This design comes from an exercise in tuning for a short achievable clock period and few clock cycles on the open sky130 flow, not from production work.
Function was checked by simulation only, so behaviour that the tests miss may differ from the original.
No activity file was given, so power comes from the tool's default toggle rates.

`flow/design.v`:
```
package vixen_pkg;
    typedef enum logic [2:0] {
        ST_FETCH,
        ST_FETCH2,
        ST_EXECUTE,
        ST_LOAD,
        ST_LOAD2
    } cpu_state_e;
    typedef enum logic [3:0] {
        EX_NOP,
        EX_ALU,
        EX_LOAD,
        EX_STORE,
        EX_BRANCH,
        EX_PRED,
        EX_HALT,
        EX_TRAP      
    } exec_e;
    typedef enum logic [3:0] {
        ALU_MOV,
        ALU_MVN,
        ALU_ADD,
        ALU_ADC,
        ALU_SUB,
        ALU_SBC,
        ALU_AND,
        ALU_ORR,
        ALU_EOR,
        ALU_BIC,
        ALU_CMP,
        ALU_TST,
        ALU_LSL,
        ALU_LSR
    } alu_op_e;
endpackage
module vixen_regs (
    input  logic                 clk,
    input  logic                 rst_n,
    input  logic [4-1:0] rd_dst_idx,
    input  logic [4-1:0] rd_src_idx,
    input  logic [4-1:0] rd_base_idx,
    input  logic [4-1:0] rd_tgt_idx,
    output logic [16-1:0]  rd_dst,
    output logic [16-1:0]  rd_src,
    output logic [16-1:0]  rd_base,
    output logic [16-1:0]  rd_tgt,
    output logic [16-1:0]  pc,
    input  logic                 wr_en,
    input  logic [4-1:0] wr_idx,
    input  logic [16-1:0]  wr_data,
    input  logic                 pc_wr_en,
    input  logic [16-1:0]  pc_wr_data,
    input  logic                 lr_wr_en,
    input  logic [16-1:0]  lr_wr_data,
    input  logic                 flag_nz_wr,
    input  logic                 flag_c_wr,
    input  logic                 flag_v_wr,
    input  logic                 flag_n_in,
    input  logic                 flag_z_in,
    input  logic                 flag_c_in,
    input  logic                 flag_v_in,
    output logic                 flag_n,
    output logic                 flag_z,
    output logic                 flag_c,
    output logic                 flag_v
);
    logic [16-1:0] r [16];
    assign rd_dst  = r[rd_dst_idx];
    assign rd_src  = r[rd_src_idx];
    assign rd_base = r[rd_base_idx];
    assign rd_tgt  = r[rd_tgt_idx];
    assign pc      = {r[15][16-1:1], 1'b0};    
    always_ff @(posedge clk) begin
        if (!rst_n) begin
            for (int i = 0; i < 16; i++) begin
                r[i] <= '0;
            end
            r[15] <= 16'h0000;
            flag_n <= 1'b0;
            flag_z <= 1'b0;
            flag_c <= 1'b0;
            flag_v <= 1'b0;
        end else begin
            if (pc_wr_en)
                r[15] <= pc_wr_data;
            if (lr_wr_en)
                r[14] <= lr_wr_data;
            if (wr_en)
                r[wr_idx] <= wr_data;
            if (flag_nz_wr) begin
                flag_n <= flag_n_in;
                flag_z <= flag_z_in;
            end
            if (flag_c_wr)
                flag_c <= flag_c_in;
            if (flag_v_wr)
                flag_v <= flag_v_in;
        end
    end
endmodule
module vixen_alu (
    input  vixen_pkg::alu_op_e  alu_op,
    input  logic [16-1:0] a,
    input  logic [16-1:0] b,
    input  logic                carry_in,
    output logic [16-1:0] result,
    output logic                n,
    output logic                z,
    output logic                c,
    output logic                v
);
    logic                is_sub;
    logic                cin;
    logic [16-1:0] b_add;
    logic [16:0]   sum;      
    always_comb begin
        is_sub = alu_op == vixen_pkg::ALU_SUB || alu_op == vixen_pkg::ALU_SBC ||
                 alu_op == vixen_pkg::ALU_CMP;
        b_add  = is_sub ? ~b : b;
        case (alu_op)
            vixen_pkg::ALU_ADC, vixen_pkg::ALU_SBC: cin = carry_in;
            vixen_pkg::ALU_SUB, vixen_pkg::ALU_CMP: cin = 1'b1;    
            default:                                cin = 1'b0;
        endcase
    end
    assign sum = {1'b0, a} + {1'b0, b_add} + {{16{1'b0}}, cin};
    always_comb begin
        result = sum[16-1:0];
        c      = sum[16];
        case (alu_op)
            vixen_pkg::ALU_MOV:                     result = b;
            vixen_pkg::ALU_MVN:                     result = ~b;
            vixen_pkg::ALU_AND, vixen_pkg::ALU_TST: result = a & b;
            vixen_pkg::ALU_ORR:                     result = a | b;
            vixen_pkg::ALU_EOR:                     result = a ^ b;
            vixen_pkg::ALU_BIC:                     result = a & ~b;
            vixen_pkg::ALU_LSL: {c, result} = {1'b0, a} << b[3:0];
            vixen_pkg::ALU_LSR: {result, c} = {a, 1'b0} >> b[3:0];
            default: ;
        endcase
    end
    assign n = result[16-1];
    assign z = result == '0;
    assign v = n ^ (a[16-1] ^ b[16-1]) ^ c ^ is_sub;
endmodule
module vixen_decode (
    input  logic [16-1:0] op,
    input  logic [16-1:0] r_src,
    input  logic [16-1:0] r_base,
    input  logic [16-1:0] pc,
    input  logic                flag_n,
    input  logic                flag_z,
    input  logic                flag_c,
    input  logic                flag_v,
    output vixen_pkg::exec_e    exec_class,
    output vixen_pkg::alu_op_e  alu_op,
    output logic [16-1:0] b_val,
    output logic                wr_nz,
    output logic                wr_c,
    output logic                wr_v,
    output logic                reg_wr,
    output logic                wr_pc,
    output logic [16-1:0] ld_st_addr,
    output logic                ld_st_wide,
    output logic [16-1:0] br_addr,
    output logic                br_link,
    output logic                pred_true
);
    logic [4-1:0] dst;
    logic [3:0]           cond;
    logic [7:0]           num8;
    logic [11:0]          br_off;
    assign dst    = op[3:0];
    assign cond   = op[7:4];
    assign num8   = op[11:4];
    assign br_off = op[11:0];
    assign ld_st_addr = r_base + {{(16-5){1'b0}}, op[12:8]};
    assign ld_st_wide = op[13];
    assign br_addr    = pc + {{3{br_off[11]}}, br_off, 1'b0};
    assign br_link    = op[12];          
    assign wr_pc      = reg_wr && dst == 15;
    always_comb begin
        exec_class = vixen_pkg::EX_TRAP;
        alu_op     = vixen_pkg::ALU_MOV;
        b_val      = r_src;
        pred_true  = 1'b1;
        case (op[15:14])
            2'b00: begin
                if (!op[13]) begin
                    exec_class = vixen_pkg::EX_ALU;
                    case (op[12:8])
                        5'b00000: alu_op = vixen_pkg::ALU_MOV;
                        5'b00001: alu_op = vixen_pkg::ALU_MVN;
                        5'b00010: alu_op = vixen_pkg::ALU_ADC;
                        5'b00011: alu_op = vixen_pkg::ALU_SBC;
                        5'b00100: alu_op = vixen_pkg::ALU_ADD;
                        5'b00101: alu_op = vixen_pkg::ALU_SUB;
                        5'b01100: alu_op = vixen_pkg::ALU_AND;
                        5'b01101: alu_op = vixen_pkg::ALU_CMP;
                        5'b10100: alu_op = vixen_pkg::ALU_ORR;
                        5'b10101: alu_op = vixen_pkg::ALU_EOR;
                        5'b10110: alu_op = vixen_pkg::ALU_BIC;
                        5'b10111: alu_op = vixen_pkg::ALU_TST;
                        5'b11001: alu_op = vixen_pkg::ALU_LSL;
                        5'b11010: alu_op = vixen_pkg::ALU_LSR;
                        default:  exec_class = vixen_pkg::EX_TRAP;
                    endcase
                    if (op[12:8] == 5'b11001 || op[12:8] == 5'b11010)
                        b_val = {{(16-4){1'b0}}, op[7:4]};     
                end else if (dst != 15) begin
                    exec_class = vixen_pkg::EX_ALU;
                    alu_op     = vixen_pkg::ALU_ADD;
                    b_val      = {{(16-9){op[12]}}, op[12:4]};
                end else if (op == 16'h3FEF) begin
                    exec_class = vixen_pkg::EX_NOP;
                end else if (op == 16'h3FFF) begin
                    exec_class = vixen_pkg::EX_HALT;
                end else if (op[12:8] == 5'b11111) begin
                    exec_class = vixen_pkg::EX_PRED;
                    case (cond)
                        4'h0:    pred_true = flag_z;
                        4'h1:    pred_true = ~flag_z;
                        4'h2:    pred_true = flag_c;                  
                        4'h3:    pred_true = ~flag_c;                 
                        4'h4:    pred_true = flag_n;
                        4'h5:    pred_true = ~flag_n;
                        4'h6:    pred_true = flag_v;
                        4'h7:    pred_true = ~flag_v;
                        4'h8:    pred_true = flag_c & ~flag_z;        
                        4'h9:    pred_true = ~flag_c | flag_z;        
                        4'ha:    pred_true = ~(flag_n ^ flag_v);      
                        4'hb:    pred_true = flag_n ^ flag_v;         
                        4'hc:    pred_true = ~flag_z & ~(flag_n ^ flag_v);
                        default: pred_true = flag_z | (flag_n ^ flag_v);
                    endcase
                end
            end
            2'b01: exec_class = vixen_pkg::EX_LOAD;
            2'b10: exec_class = vixen_pkg::EX_STORE;
            default: begin
                case (op[13:12])
                    2'b00: begin
                        exec_class = vixen_pkg::EX_ALU;
                        b_val      = {8'b0, num8};       
                    end
                    2'b01: begin
                        exec_class = vixen_pkg::EX_ALU;
                        b_val      = {num8, 8'b0};       
                    end
                    default: exec_class = vixen_pkg::EX_BRANCH;
                endcase
            end
        endcase
    end
    always_comb begin
        reg_wr = 1'b0;
        wr_nz  = 1'b0;
        wr_c   = 1'b0;
        wr_v   = 1'b0;
        if (exec_class == vixen_pkg::EX_ALU) begin
            reg_wr = !(alu_op == vixen_pkg::ALU_CMP || alu_op == vixen_pkg::ALU_TST);
            wr_nz  = !(alu_op == vixen_pkg::ALU_MOV || alu_op == vixen_pkg::ALU_MVN);
            wr_v   = alu_op == vixen_pkg::ALU_ADD || alu_op == vixen_pkg::ALU_ADC ||
                     alu_op == vixen_pkg::ALU_SUB || alu_op == vixen_pkg::ALU_SBC ||
                     alu_op == vixen_pkg::ALU_CMP;
            wr_c   = wr_v || alu_op == vixen_pkg::ALU_LSL || alu_op == vixen_pkg::ALU_LSR;
        end
    end
endmodule
module vixen_ctrl (
    input  logic                 clk,
    input  logic                 rst_n,
    input  vixen_pkg::exec_e     exec_class,
    input  logic [16-1:0]  alu_result,
    input  logic                 reg_wr,
    input  logic                 wr_pc,
    input  logic                 wr_nz,
    input  logic                 wr_c,
    input  logic                 wr_v,
    input  logic [16-1:0]  ld_st_addr,
    input  logic                 ld_st_wide,
    input  logic [16-1:0]  r_tgt,
    input  logic [16-1:0]  br_addr,
    input  logic                 br_link,
    input  logic                 pred_true,
    input  logic [16-1:0]  pc,
    input  logic [16-1:0]  mem_dout,
    output logic                 wr_en,
    output logic [4-1:0] wr_idx,
    output logic [16-1:0]  wr_data,
    output logic                 pc_wr_en,
    output logic [16-1:0]  pc_wr_data,
    output logic                 lr_wr_en,
    output logic [16-1:0]  lr_wr_data,
    output logic                 flag_nz_wr,
    output logic                 flag_c_wr,
    output logic                 flag_v_wr,
    output logic [4-1:0] rd_tgt_idx,
    output logic                 mem_en,
    output logic                 mem_wr,
    output logic                 mem_wide,
    output logic [16-1:0]  mem_addr,
    output logic [16-1:0]  mem_din
);
    vixen_pkg::cpu_state_e state;
    logic                  predicated;   
    logic [4-1:0]  ld_tgt;
    logic [16-1:0]   ld_value;
    logic                  alu_commit;
    logic                  br_commit;
    assign rd_tgt_idx = mem_dout[4-1:0];
    assign ld_value   = mem_wide ? mem_dout : {8'b0, mem_dout[15:8]};
    assign alu_commit = state == vixen_pkg::ST_EXECUTE && exec_class == vixen_pkg::EX_ALU;
    assign br_commit  = state == vixen_pkg::ST_EXECUTE && exec_class == vixen_pkg::EX_BRANCH;
    assign wr_en      = (alu_commit && reg_wr) || state == vixen_pkg::ST_LOAD2;
    assign wr_idx     = state == vixen_pkg::ST_LOAD2 ? ld_tgt : mem_dout[4-1:0];
    assign wr_data    = state == vixen_pkg::ST_LOAD2 ? ld_value : alu_result;
    assign pc_wr_en   = state == vixen_pkg::ST_FETCH2 || br_commit;
    assign pc_wr_data = state == vixen_pkg::ST_FETCH2 ? pc + 16'd2 : br_addr;
    assign lr_wr_en   = br_commit && br_link;
    assign lr_wr_data = pc;          
    assign flag_nz_wr = alu_commit && wr_nz;
    assign flag_c_wr  = alu_commit && wr_c;
    assign flag_v_wr  = alu_commit && wr_v;
    always_ff @(posedge clk) begin
        if (!rst_n) begin
            state      <= vixen_pkg::ST_FETCH;
            predicated <= 1'b1;
            mem_en     <= 1'b0;
            mem_wr     <= 1'b0;
            mem_wide   <= 1'b0;
            mem_addr   <= 16'h0000;
        end else begin
            case (state)
                vixen_pkg::ST_FETCH: begin
                    mem_addr <= pc;
                    mem_wr   <= 1'b0;
                    mem_wide <= 1'b1;
                    mem_en   <= 1'b1;
                    state    <= vixen_pkg::ST_FETCH2;
                end
                vixen_pkg::ST_FETCH2: begin
                    mem_en     <= 1'b0;
                    predicated <= 1'b1;
                    state      <= predicated ? vixen_pkg::ST_EXECUTE : vixen_pkg::ST_FETCH;
                end
                vixen_pkg::ST_EXECUTE: begin
                    mem_addr <= pc;
                    mem_wr   <= 1'b0;
                    mem_wide <= 1'b1;
                    mem_en   <= 1'b1;
                    state    <= vixen_pkg::ST_FETCH2;
                    case (exec_class)
                        vixen_pkg::EX_NOP: ;
                        vixen_pkg::EX_ALU: begin
                            if (wr_pc)       
                                mem_addr <= {alu_result[16-1:1], 1'b0};
                        end
                        vixen_pkg::EX_BRANCH: mem_addr <= br_addr;
                        vixen_pkg::EX_PRED:   predicated <= pred_true;
                        vixen_pkg::EX_LOAD: begin
                            ld_tgt   <= mem_dout[4-1:0];
                            mem_addr <= ld_st_addr;
                            mem_wide <= ld_st_wide;
                            state    <= vixen_pkg::ST_LOAD;
                        end
                        vixen_pkg::EX_STORE: begin
                            mem_din  <= r_tgt;
                            mem_addr <= ld_st_addr;
                            mem_wr   <= 1'b1;
                            mem_wide <= ld_st_wide;
                            state    <= vixen_pkg::ST_FETCH;
                        end
                        default: begin       
                            mem_en <= 1'b0;
                            state  <= vixen_pkg::ST_EXECUTE;
                        end
                    endcase
                end
                vixen_pkg::ST_LOAD: begin
                    mem_en <= 1'b0;
                    state  <= vixen_pkg::ST_LOAD2;
                end
                vixen_pkg::ST_LOAD2: begin
                    mem_addr <= ld_tgt == 15 ? {ld_value[16-1:1], 1'b0} : pc;
                    mem_wr   <= 1'b0;
                    mem_wide <= 1'b1;
                    mem_en   <= 1'b1;
                    state    <= vixen_pkg::ST_FETCH2;
                end
                default: state <= vixen_pkg::ST_FETCH;
            endcase
        end
    end
endmodule
module vixen_top (
    input  logic                clk,
    input  logic                rst_n,
    output logic                mem_en,
    output logic                mem_wr,
    output logic                mem_wide,
    output logic [16-1:0] mem_addr,
    output logic [16-1:0] mem_din,
    input  logic [16-1:0] mem_dout
);
    logic [16-1:0]  rd_dst, rd_src, rd_base, rd_tgt, pc;
    logic                 flag_n, flag_z, flag_c, flag_v;
    logic                 alu_n, alu_z, alu_c, alu_v;
    logic [16-1:0]  alu_result, b_val, ld_st_addr, br_addr;
    vixen_pkg::exec_e     exec_class;
    vixen_pkg::alu_op_e   alu_op;
    logic                 wr_nz, wr_c, wr_v, reg_wr, wr_pc;
    logic                 ld_st_wide, br_link, pred_true;
    logic                 wr_en, pc_wr_en, lr_wr_en;
    logic                 flag_nz_wr, flag_c_wr, flag_v_wr;
    logic [4-1:0] wr_idx, rd_tgt_idx;
    logic [16-1:0]  wr_data, pc_wr_data, lr_wr_data;
    vixen_regs u_regs (
        .clk, .rst_n,
        .rd_dst_idx (mem_dout[3:0]),
        .rd_src_idx (mem_dout[7:4]),
        .rd_base_idx(mem_dout[7:4]),
        .rd_tgt_idx,
        .rd_dst, .rd_src, .rd_base, .rd_tgt, .pc,
        .wr_en, .wr_idx, .wr_data,
        .pc_wr_en, .pc_wr_data, .lr_wr_en, .lr_wr_data,
        .flag_nz_wr, .flag_c_wr, .flag_v_wr,
        .flag_n_in(alu_n), .flag_z_in(alu_z), .flag_c_in(alu_c), .flag_v_in(alu_v),
        .flag_n, .flag_z, .flag_c, .flag_v
    );
    vixen_decode u_decode (
        .op(mem_dout), .r_src(rd_src), .r_base(rd_base), .pc,
        .flag_n, .flag_z, .flag_c, .flag_v,
        .exec_class, .alu_op, .b_val,
        .wr_nz, .wr_c, .wr_v, .reg_wr, .wr_pc,
        .ld_st_addr, .ld_st_wide, .br_addr, .br_link, .pred_true
    );
    vixen_alu u_alu (
        .alu_op, .a(rd_dst), .b(b_val), .carry_in(flag_c),
        .result(alu_result), .n(alu_n), .z(alu_z), .c(alu_c), .v(alu_v)
    );
    vixen_ctrl u_ctrl (
        .clk, .rst_n,
        .exec_class, .alu_result,
        .reg_wr, .wr_pc, .wr_nz, .wr_c, .wr_v,
        .ld_st_addr, .ld_st_wide, .r_tgt(rd_tgt),
        .br_addr, .br_link, .pred_true, .pc, .mem_dout,
        .wr_en, .wr_idx, .wr_data,
        .pc_wr_en, .pc_wr_data, .lr_wr_en, .lr_wr_data,
        .flag_nz_wr, .flag_c_wr, .flag_v_wr,
        .rd_tgt_idx,
        .mem_en, .mem_wr, .mem_wide, .mem_addr, .mem_din
    );
endmodule
```
`flow/run.sh`:
```
#!/bin/bash
# synth_recipe.tcl (not shown) runs the flow's synth.tcl, then flattens the netlist and writes it again
# the make line also repeats each setting of config.mk as NAME=value (left out here)
make -C /OpenROAD-flow-scripts/flow DESIGN_CONFIG=/design/flow/config.mk WORK_HOME=/design/flow/orfs CLKGATE_MAP_FILE= SYNTH_SCRIPT=/design/flow/synth_recipe.tcl finish
```
`flow/config.mk`:
```
export PLATFORM = sky130hd
export DESIGN_NAME = vixen_top
export DESIGN_NICKNAME = vixen_top
export VERILOG_FILES = /design/flow/design.v
export SDC_FILE = /design/flow/constraint.sdc
export NUM_CORES = 4
export LEC_CHECK = 0
export CAP_MARGIN = 20
export CORE_MARGIN = 2
export CORE_UTILIZATION = 40
export SLEW_MARGIN = 20
```
`flow/constraint.sdc`:
```
create_clock -name core_clock -period 8.0 [get_ports {clk}]
set_input_delay 1.6000 -clock core_clock [delete_from_list [all_inputs] [get_ports {clk}]]
set_output_delay 1.6000 -clock core_clock [all_outputs]
set_load 0.01 [all_outputs]
```
==> results.py <==
metrics = {
    "status": {
        "outcome": "complete, no violations",
    },
    "logic_synthesis": {
        "yosysUniqueCellTypes": 93,
        "yosysSeqAreaShare": 0.397,
        "synth_edf_count": 276,
        "synth_warnings": 4,
        "synthSimpleGateAreaFrac": 0.150,
        "async_reset_ff_frac": 0,
        "synth_cells": 2187,
        "avgSynthCellArea_sq_um": 10.2,
        "synth-xor-area-share": 0.0291,
        "synth_seq_cells": 303,
        "synth_nets": 2270,
        "synth_compound_area_frac": 0.182,
        "synth_fa_ha_area_frac": 0.0379,
        "synth_top_family_by_area": "compound AO/OA/AOI/OAI gates",
        "muxShareOfSynthArea": 0.158,
        "ys.flop_type": "edfxtp_1",
        "synth.cell_area_sq_um": 22200,
    },
    "power_and_ir_drop": {
        "p_seq_frac": 0.360,
        "p_leak_uw": 0.00903,
        "power.density_nw_per_um2": 207,
        "switchingPower_uw": 1810,
        "pwr-share-comb": 0.290,
        "clockPowerShare": 0.351,
        "total_power_uw": 5220,
        "swShare": 0.347,
        "peakVddDrop_uv": 174,
        "internal_power_uw": 3400,
    },
    "sta": {
        "final.period_utilization": 0.903,
        "setup_viol": 0,
        "min_period_ns": 7.23,
        "maxSlewHeadroom": 0.243,
        "rsz0062_at_grt": "false",
        "tightestPinTransition_ns": 1.12,
        "fin_skew_ns": 0.0285,
        "finalSetupTns_ns": 0,
        "finalHoldViolCount": 0,
        "max_freq_mhz": 138,
        "slew_violations": 0,
    },
    "detailed_routing": {
        "dr.pass1.iters": 6,
        "drc": 0,
        "drt_iter0_markers": 2397,
        "wire_per_inst_um": 30.4,
        "drtAntennaViolNets": 0,
        "vias": 19984,
        "via_per_inst": 6.63,
        "finalWirelength_um": 91600,
    },
    "placement": {
        "gp_congestion": 0.981,
        "port-buffer-count": 52,
        "dp_hpwl_um": 65500,
    },
    "critical_path": {
        "timing.critical_path.mode_cell": "buf_4",
        "worst_path_max_delay_cell": "clkdlybuf4s50_1",
        "critPathBufInv": 5,
        "crit_family": "compound AO/OA/AOI/OAI gates",
        "critPathLaunchType": "input pin",
        "max_stage_delay_ns": 0.72,
        "crit_type": "in -> reg",
        "crit_arrival_ns": 7.52,
        "crit_chain": "clkdlybuf4s50_1, buf_4, or3b_1, a211oi_1, nor2_1, a22oi_2, buf_4, xnor2_1, fa_1, nor2b_1, o211ai_1, a32o_1, o311ai_0, o41ai_1, buf_4, nand2b_1, a211o_1, or3_1, o21ai_2, buf_4, o22ai_1",
        "crit_path_end_kind": "flip-flop",
        "worstPathMaxFanout": 18,
        "cp.required_ns": 8.29,
    },
    "die": {
        "core-area_sq_um": 55100,
        "ios": 53,
        "die_x_um": 240,
        "die_h_um": 240,
        "dieArea_sq_um": 57500,
        "rows": 86,
        "start_util": 0.404,
    },
    "clock_tree": {
        "clk_pin_slew_ns": 0.07,
        "cts_tree": "yes",
        "htree_levels": 2,
        "cts_setup_buffers": 0,
        "cts_max_path_buffers": 3,
        "ctsHoldBuffers": 0,
        "cts_root_buf": "clkbuf_16",
        "clock-sinks": 303,
        "clk-insertion-delay-late_ns": 0.58,
        "cts_buffers": 37,
        "cts.repair.resized": 0,
    },
    "final_layout": {
        "final_cell_mix": "nor2_1, edfxtp_1, nand2_1",
        "final_common_cell": "nor2_1",
        "drive_gt1_frac": 0.172,
        "fillers": 5223,
        "final_nets": 2318,
        "area_growth_syn_to_layout_pct": 13.3,
    },
    "grt": {
        "overflow": 0,
        "antenna_found_initial": 2,
        "grt_pass1_vias": 19097,
        "grt_usage": 0.317,
        "grt_max_degree": 46,
        "grt_pass1_wl_um": 132000,
    },
    "min_path": {
        "worstHoldPathType": "reg -> reg",
    },
    "job": {
        "cap_viol_max_count": 0,
    },
}
area by class of cell:
class | count | area (sq um) | share of cell area
clock inverters | 27 | 364 | 0.0145
repair buffers | 184 | 1500 | 0.0594
well taps | 748 | 936 | 0.0371
inverters | 51 | 191 | 0.00760
multi-input cells | 1658 | 12400 | 0.494
flip-flops and latches | 303 | 8830 | 0.350
clock buffers | 40 | 937 | 0.0372
diodes | 2 | 5.00 | 0.000199
sequential cells by signal, summed over array words and instances, names as in the netlist:
| register | cells |
|---|---|
| u_ctrl.mem_en | 1 |
| u_ctrl.mem_wide | 1 |
| u_regs.r | 256 |
| u_regs.flag_v | 1 |
| u_ctrl.mem_addr | 16 |
| u_ctrl.mem_din | 16 |
| u_regs.flag_c | 1 |
| u_regs.flag_n | 1 |
| u_ctrl.state | 3 |
| u_ctrl.mem_wr | 1 |
| u_ctrl.ld_tgt | 4 |
| u_ctrl.predicated | 1 |
| u_regs.flag_z | 1 |
final timing paths:
kind	startpoint	endpoint	slack, ns	depth (start not counted)
max	mem_dout[10]	u_regs.r[15][15]	0.77	21
min	u_ctrl.mem_wr	u_ctrl.mem_wr	0.50	1
max reg2reg	u_regs.r[15][6]	u_regs.r[15][15]	2.19	17
min reg2reg	u_ctrl.mem_wr	u_ctrl.mem_wr	0.50	1
synth_stat cells (11+ instances only):
master	instances	area share
o21ai_0	105	0.024
a22oi_1	22	0.0074
edfxtp_1	276	0.37
buf_2	46	0.010
a21o_1	18	0.0061
nand2_1	180	0.030
xnor2_1	42	0.017
nand3_1	46	0.010
nand3b_1	11	0.0037
nand2b_1	15	0.0042
a22o_1	14	0.0055
o211ai_1	16	0.0054
nor2_1	337	0.057
a221oi_1	19	0.0075
mux4_2	130	0.13
nor3_1	53	0.012
nor4_1	11	0.0031
a31oi_1	27	0.0076
clkbuf_1	96	0.016
dfxtp_1	27	0.024
o22ai_1	29	0.0082
ha_1	61	0.034
buf_6	11	0.0056
mux2i_1	50	0.022
and3_1	17	0.0048
inv_1	47	0.0079
buf_1	13	0.0022
a21oi_1	129	0.029
nor2b_1	23	0.0065
a211oi_1	66	0.022
o21a_1	12	0.0040
xor2_1	32	0.013
kinds of logic after synthesis:
| family | count (synthesis) |
|---|---|
| compound gates | 585 |
| xor+xnor | 74 |
| fa+ha+maj | 65 |
| buf+inv | 226 |
| flops | 303 |
| mux | 188 |
| simple gates | 746 |
per-stage QoR:
step           instances  setup slack, ns  area, sq um  hold slack (ns)   util
4_1_cts             3011            0.856        25200            0.508  0.457
3_5_place_dp        2944            0.242        23900            0.495  0.434
3_3_place_gp        2944            0.406        23900            0.481  0.433
2_1_floorplan       2187            0.649        22200            0.445      -
5_1_grt             3011            0.418        25200            0.528  0.457
6_report            3013            0.774        25200            0.499  0.457
power by group through the flow:
stage	Sequential, uW	Combinational [uW]	Clock, uW
finish	1880	1510	1830
global route	1880	1590	1910
CTS	1870	1470	1850
detailed placement	1910	1460	0
global placement	1900	1460	0
floorplan	1860	940	0
layer usage:
metal	vias to the layer above	global-route usage	wire length [um]
met5	-	0	19
met4	2	0.163	5120
met3	258	0.0560	8570
met2	1225	0.494	41600
met1	10006	0.425	36300
li1	8493	-	-
Testbench counts, summed over its fixed seeds: cycles 93,761.

-- re-timing with driven ports --
Ports are ideal in the flow. The routed layout listed here was re-timed in OpenROAD. Step 1 (the two cells are an assumption about what drives the block):
set clk [get_ports {clk}]
set_driving_cell -lib_cell sky130_fd_sc_hd__clkbuf_16 $clk
set_driving_cell -lib_cell sky130_fd_sc_hd__buf_2 [delete_from_list [all_inputs] $clk]
Step 2 moves the port delays by t, midway between the first and last clock arrival at a register: inputs arrive t later, outputs are due t later. That takes back most of the time a late clock gives input paths. Slacks: no drivers / after step 1 / after step 2; pairs: no drivers / after step 1.
t, ns: 0.629
setup slack, ns: 0.774 / 0.811 / 0.181
latest minus earliest clock arrival (ns): 0.028 / 0.029
After both steps this run still meets setup and hold. For this run, drivers alone change the setup slack by +0.037 ns; drivers and shift together by -0.593 ns.
